Background: an optimization exercise with open tools, aiming at small area, a short achievable clock period and few clock cycles per item. Do not read the settings as production practice. Power is estimated from default activity; no workload was simulated.

## job 101
==> module tfj_ctrl, before the edit <==
module tfj_ctrl (
	input  wire logic       clk,
	input  wire logic       arst_n,
	input  wire logic [4:0] wm1,
	input  wire logic       nl_ready,
	input  wire logic [5:0] nl_len,
	input  wire logic       nl_cut,
	input  wire logic [4:0] nl_bm1,
	input  wire logic [3:0] nl_rem,
	output logic            nl_take,
	input  wire logic       q_v,
	input  wire logic [8:0] q_data,
	output logic            rd_take,
	input  wire logic       out_ready,
	output logic            out_valid,
	output logic [7:0]      out_byte,
	output logic            out_line_last,
	output logic            out_word_cut
);
	logic       cur_q;
	logic [4:0] pos_q;
	logic [5:0] let_q;
	logic [4:0] gap_q;
	logic [4:0] bm1_q;
	logic [3:0] rem_q;
	logic       ng_q;
	logic       cut_q;
	logic       ov_q;
	logic [7:0] ob_q;
	logic       ol_q;
	logic       oc_q;
	logic       gz_q;     
	logic       lz_q;     
	logic       lst_q;    
	logic       c_gap;
	logic       c_pad;
	logic       c_gs;
	logic       c_let;
	logic       emit;
	logic       last;
	logic [7:0] eb;
	assign c_gap = !gz_q;
	assign c_pad = gz_q && lz_q;
	assign c_gs  = !c_gap && !c_pad && q_v && q_data[8] && ng_q;
	assign c_let = !c_gap && !c_pad && q_v && !(q_data[8] && ng_q);
	assign emit  = cur_q && (!ov_q || out_ready) && (c_gap || c_pad || q_v);
	assign last  = lst_q;
	assign eb    = c_let ? q_data[7:0] : tfj_pkg::SPACE_CHAR;
	assign rd_take = emit && c_let;
	assign nl_take = nl_ready && (!cur_q || (emit && last));
	always_ff @(posedge clk or negedge arst_n) begin
		if (!arst_n) begin
			cur_q <= 1'b0;
			pos_q <= 5'd0;
			let_q <= 6'd0;
			gap_q <= 5'd0;
			ng_q  <= 1'b0;
			gz_q  <= 1'b1;
			lz_q  <= 1'b1;
			lst_q <= 1'b1;
			ov_q  <= 1'b0;
		end else begin
			if (emit) begin
				pos_q <= pos_q - 5'd1;
				lst_q <= pos_q == 5'd1;
				if (c_gap) begin
					gap_q <= gap_q - 5'd1;
					gz_q  <= gap_q == 5'd1;
				end
				if (c_gs) begin
					gap_q <= bm1_q + {4'd0, rem_q != 4'd0};
					gz_q  <= bm1_q == 5'd0 && rem_q == 4'd0;
					ng_q  <= 1'b0;
				end
				if (c_let) begin
					let_q <= let_q - 6'd1;
					lz_q  <= let_q == 6'd1;
					ng_q  <= 1'b1;
				end
				if (last) begin
					cur_q <= 1'b0;
				end
			end
			if (nl_take) begin
				cur_q <= 1'b1;
				pos_q <= wm1;
				lst_q <= wm1 == 5'd0;
				let_q <= nl_len;
				lz_q  <= nl_len == 6'd0;
				gap_q <= 5'd0;
				gz_q  <= 1'b1;
				ng_q  <= 1'b0;
			end
			if (emit) begin
				ov_q <= 1'b1;
			end else if (out_ready) begin
				ov_q <= 1'b0;
			end
		end
	end
	always_ff @(posedge clk) begin
		if (emit && c_gs && rem_q != 4'd0) begin
			rem_q <= rem_q - 4'd1;
		end
		if (nl_take) begin
			bm1_q <= nl_bm1;
			rem_q <= nl_rem;
			cut_q <= nl_cut;
		end
		if (emit) begin
			ob_q <= eb;
			ol_q <= last;
			oc_q <= cut_q;
		end
	end
	assign out_valid     = ov_q;
	assign out_byte      = ob_q;
	assign out_line_last = ol_q;
	assign out_word_cut  = oc_q;
endmodule
==> module tfj_dp, before the edit <==
module tfj_dp (
	input  wire logic       clk,
	input  wire logic       arst_n,
	input  wire logic       wr_en,
	input  wire logic       wr_adv,
	input  wire logic [8:0] wr_data,
	input  wire logic       rd_take,
	output logic            q_v,
	output logic [8:0]      q_data
);
	logic [8:0] mem [64];
	logic [3:0] wa_q;
	logic [3:0] wb_q;
	logic [3:0] wc_q;
	logic [5:0] ra_q;
	logic [6:0] mc_q;     
	logic       ne_q;     
	logic       load;
	logic [8:0] r1 [16];
	logic [8:0] r2 [4];
	logic [8:0] rd;
	always_comb begin
		for (int i = 0; i < 16; i++) begin
			r1[i] = ra_q[1] ? (ra_q[0] ? mem[4 * i + 3] : mem[4 * i + 2])
				: (ra_q[0] ? mem[4 * i + 1] : mem[4 * i]);
		end
		for (int i = 0; i < 4; i++) begin
			r2[i] = ra_q[3] ? (ra_q[2] ? r1[4 * i + 3] : r1[4 * i + 2])
				: (ra_q[2] ? r1[4 * i + 1] : r1[4 * i]);
		end
		rd = ra_q[5] ? (ra_q[4] ? r2[3] : r2[2]) : (ra_q[4] ? r2[1] : r2[0]);
	end
	assign load = (rd_take || !q_v) && ne_q;
	always_ff @(posedge clk) begin
		for (int i = 0; i < 64; i++) begin
			if (wr_en && wa_q[i % 4] && wb_q[(i / 4) % 4] && wc_q[i / 16]) begin
				mem[i] <= wr_data;
			end
		end
		if (load) begin
			q_data <= rd;
		end
	end
	always_ff @(posedge clk or negedge arst_n) begin
		if (!arst_n) begin
			wa_q <= 4'b0001;
			wb_q <= 4'b0001;
			wc_q <= 4'b0001;
			ra_q <= 6'd0;
			mc_q <= 7'd0;
			ne_q <= 1'b0;
			q_v  <= 1'b0;
		end else begin
			if (wr_adv) begin
				wa_q <= {wa_q[2:0], wa_q[3]};
				if (wa_q[3]) begin
					wb_q <= {wb_q[2:0], wb_q[3]};
					if (wb_q[3]) begin
						wc_q <= {wc_q[2:0], wc_q[3]};
					end
				end
			end
			if (wr_adv && !load) begin
				mc_q <= mc_q + 7'd1;
			end else if (!wr_adv && load) begin
				mc_q <= mc_q - 7'd1;
			end
			ne_q <= wr_adv || (ne_q && !(mc_q == 7'd1 && load));
			if (load) begin
				ra_q <= ra_q + 6'd1;
				q_v  <= 1'b1;
			end else if (rd_take) begin
				q_v <= 1'b0;
			end
		end
	end
endmodule
==> flow/config.mk <==
export PLATFORM = sky130hd
export DESIGN_NAME = text_full_justify_top
export DESIGN_NICKNAME = text_full_justify_top
export VERILOG_FILES = /design/flow/design.v
export SDC_FILE = /design/flow/constraint.sdc
export NUM_CORES = 4
export LEC_CHECK = 0
export ABC_CLOCK_PERIOD_IN_PS = 2600
export CAP_MARGIN = 20
export CORE_MARGIN = 2
export CORE_UTILIZATION = 40
export SETUP_SLACK_MARGIN = 4.4
export SLEW_MARGIN = 20
==> flow/constraint.sdc <==
create_clock -name core_clock -period 7.0 [get_ports {clk}]
set_input_delay 1.4000 -clock core_clock [delete_from_list [all_inputs] [get_ports {clk}]]
set_output_delay 1.4000 -clock core_clock [all_outputs]
set_load 0.01 [all_outputs]
run.sh (not shown) runs the stock make flow with config.mk's settings and CLKGATE_MAP_FILE= SYNTH_SCRIPT=/design/flow/synth_recipe.tcl, a recipe that flattens the netlist after the stock synthesis.
### job 101 -> job 102
--- a/flow/design.v
+++ b/flow/design.v
@@ -55,6 +55,10 @@
 	logic [7:0] ob_q;
 	logic       ol_q;
 	logic       oc_q;
+	logic       sv_q;
+	logic [7:0] sb_q;
+	logic       sl_q;
+	logic       sc_q;
 	logic       gz_q;     
 	logic       lz_q;     
 	logic       lst_q;    
@@ -69,7 +73,7 @@
 	assign c_pad = gz_q && lz_q;
 	assign c_gs  = !c_gap && !c_pad && q_v && q_data[8] && ng_q;
 	assign c_let = !c_gap && !c_pad && q_v && !(q_data[8] && ng_q);
-	assign emit  = cur_q && (!ov_q || out_ready) && (c_gap || c_pad || q_v);
+	assign emit  = cur_q && !sv_q && (c_gap || c_pad || q_v);
 	assign last  = lst_q;
 	assign eb    = c_let ? q_data[7:0] : tfj_pkg::SPACE_CHAR;
 	assign rd_take = emit && c_let;
@@ -85,6 +89,7 @@
 			lz_q  <= 1'b1;
 			lst_q <= 1'b1;
 			ov_q  <= 1'b0;
+			sv_q  <= 1'b0;
 		end else begin
 			if (emit) begin
 				pos_q <= pos_q - 5'd1;
@@ -117,10 +122,11 @@
 				gz_q  <= 1'b1;
 				ng_q  <= 1'b0;
 			end
-			if (emit) begin
-				ov_q <= 1'b1;
-			end else if (out_ready) begin
-				ov_q <= 1'b0;
+			if (!ov_q || out_ready) begin
+				ov_q <= emit || sv_q;
+				sv_q <= 1'b0;
+			end else if (emit) begin
+				sv_q <= 1'b1;
 			end
 		end
 	end
@@ -133,10 +139,21 @@
 			rem_q <= nl_rem;
 			cut_q <= nl_cut;
 		end
+		if (!ov_q || out_ready) begin
+			if (sv_q) begin
+				ob_q <= sb_q;
+				ol_q <= sl_q;
+				oc_q <= sc_q;
+			end else begin
+				ob_q <= eb;
+				ol_q <= last;
+				oc_q <= cut_q;
+			end
+		end
 		if (emit) begin
-			ob_q <= eb;
-			ol_q <= last;
-			oc_q <= cut_q;
+			sb_q <= eb;
+			sl_q <= last;
+			sc_q <= cut_q;
 		end
 	end
 	assign out_valid     = ov_q;
@@ -164,20 +181,6 @@
 	logic [6:0] mc_q;     
 	logic       ne_q;     
 	logic       load;
-	logic [8:0] r1 [16];
-	logic [8:0] r2 [4];
-	logic [8:0] rd;
-	always_comb begin
-		for (int i = 0; i < 16; i++) begin
-			r1[i] = ra_q[1] ? (ra_q[0] ? mem[4 * i + 3] : mem[4 * i + 2])
-				: (ra_q[0] ? mem[4 * i + 1] : mem[4 * i]);
-		end
-		for (int i = 0; i < 4; i++) begin
-			r2[i] = ra_q[3] ? (ra_q[2] ? r1[4 * i + 3] : r1[4 * i + 2])
-				: (ra_q[2] ? r1[4 * i + 1] : r1[4 * i]);
-		end
-		rd = ra_q[5] ? (ra_q[4] ? r2[3] : r2[2]) : (ra_q[4] ? r2[1] : r2[0]);
-	end
 	assign load = (rd_take || !q_v) && ne_q;
 	always_ff @(posedge clk) begin
 		for (int i = 0; i < 64; i++) begin
@@ -186,7 +189,7 @@
 			end
 		end
 		if (load) begin
-			q_data <= rd;
+			q_data <= mem[ra_q];
 		end
 	end
 	always_ff @(posedge clk or negedge arst_n) begin
[summary]
Job 101 → job 102: average wire per cell in the routed design climbed about 40%; sum of internal, switching and leakage power saw a decrease; switching power summed over all nets decreased about 7%; final area higher.
In job 102, number of logic stages on the critical path including buffering is lower than in job 101.
Against job 101, job 102 comes in 1.1 points higher on fraction of standard cell area in multi-input logic.
Sort job 102 and job 101 by count of mapped cells out of synthesis, descending, and job 102 comes first.
Core utilization (job 102 over job 101): increase, 1.4 points
NOTE number of vias per cell after detailed routing job 101->job 102 increased by more than 10%
Diff job 101 -> job 102: global-route usage now larger, layout filler cell count increased about 2.3%, clock-buffer cell count +11%.
Job 102 ended with less maximum frequency than job 101.
When job 102 is set beside job 101, its time the final worst path needs with I/O delays and setup turns out to be 0.16 ns larger.
No run of this note included a check of the RTL's function; only the layout flow was run.

static timing again, ports no longer ideal:
How much do the figures lean on ideal ports? The routed layouts below were timed once more, with nothing changed but the port constraints. Step 1 assumes that a clkbuf_16 drives the clock port and a buf_2 every other input. Step 2 also shifts input and output timing later by t, the mid clock arrival at the registers, as if the neighbouring blocks saw the same clock. a / b / c = no drivers / after step 1 / after step 2; a / b = the first two.
run | shift t [ns] | slack for setup (ns) | slew at the worst register clock pin (ns) | pins driven straight from the clock port
job 101 | 0.672 | 4.064 / 4.078 / 3.423 | 0.06 / 0.06 | 1
job 102 | 0.694 | 3.905 / 3.905 / 3.762 | 0.07 / 0.07 | 1
After both steps every run listed still meets setup and hold. The setup slack of job 101, which loses most, moves by +0.014 ns with the drivers and by -0.641 ns with both steps.
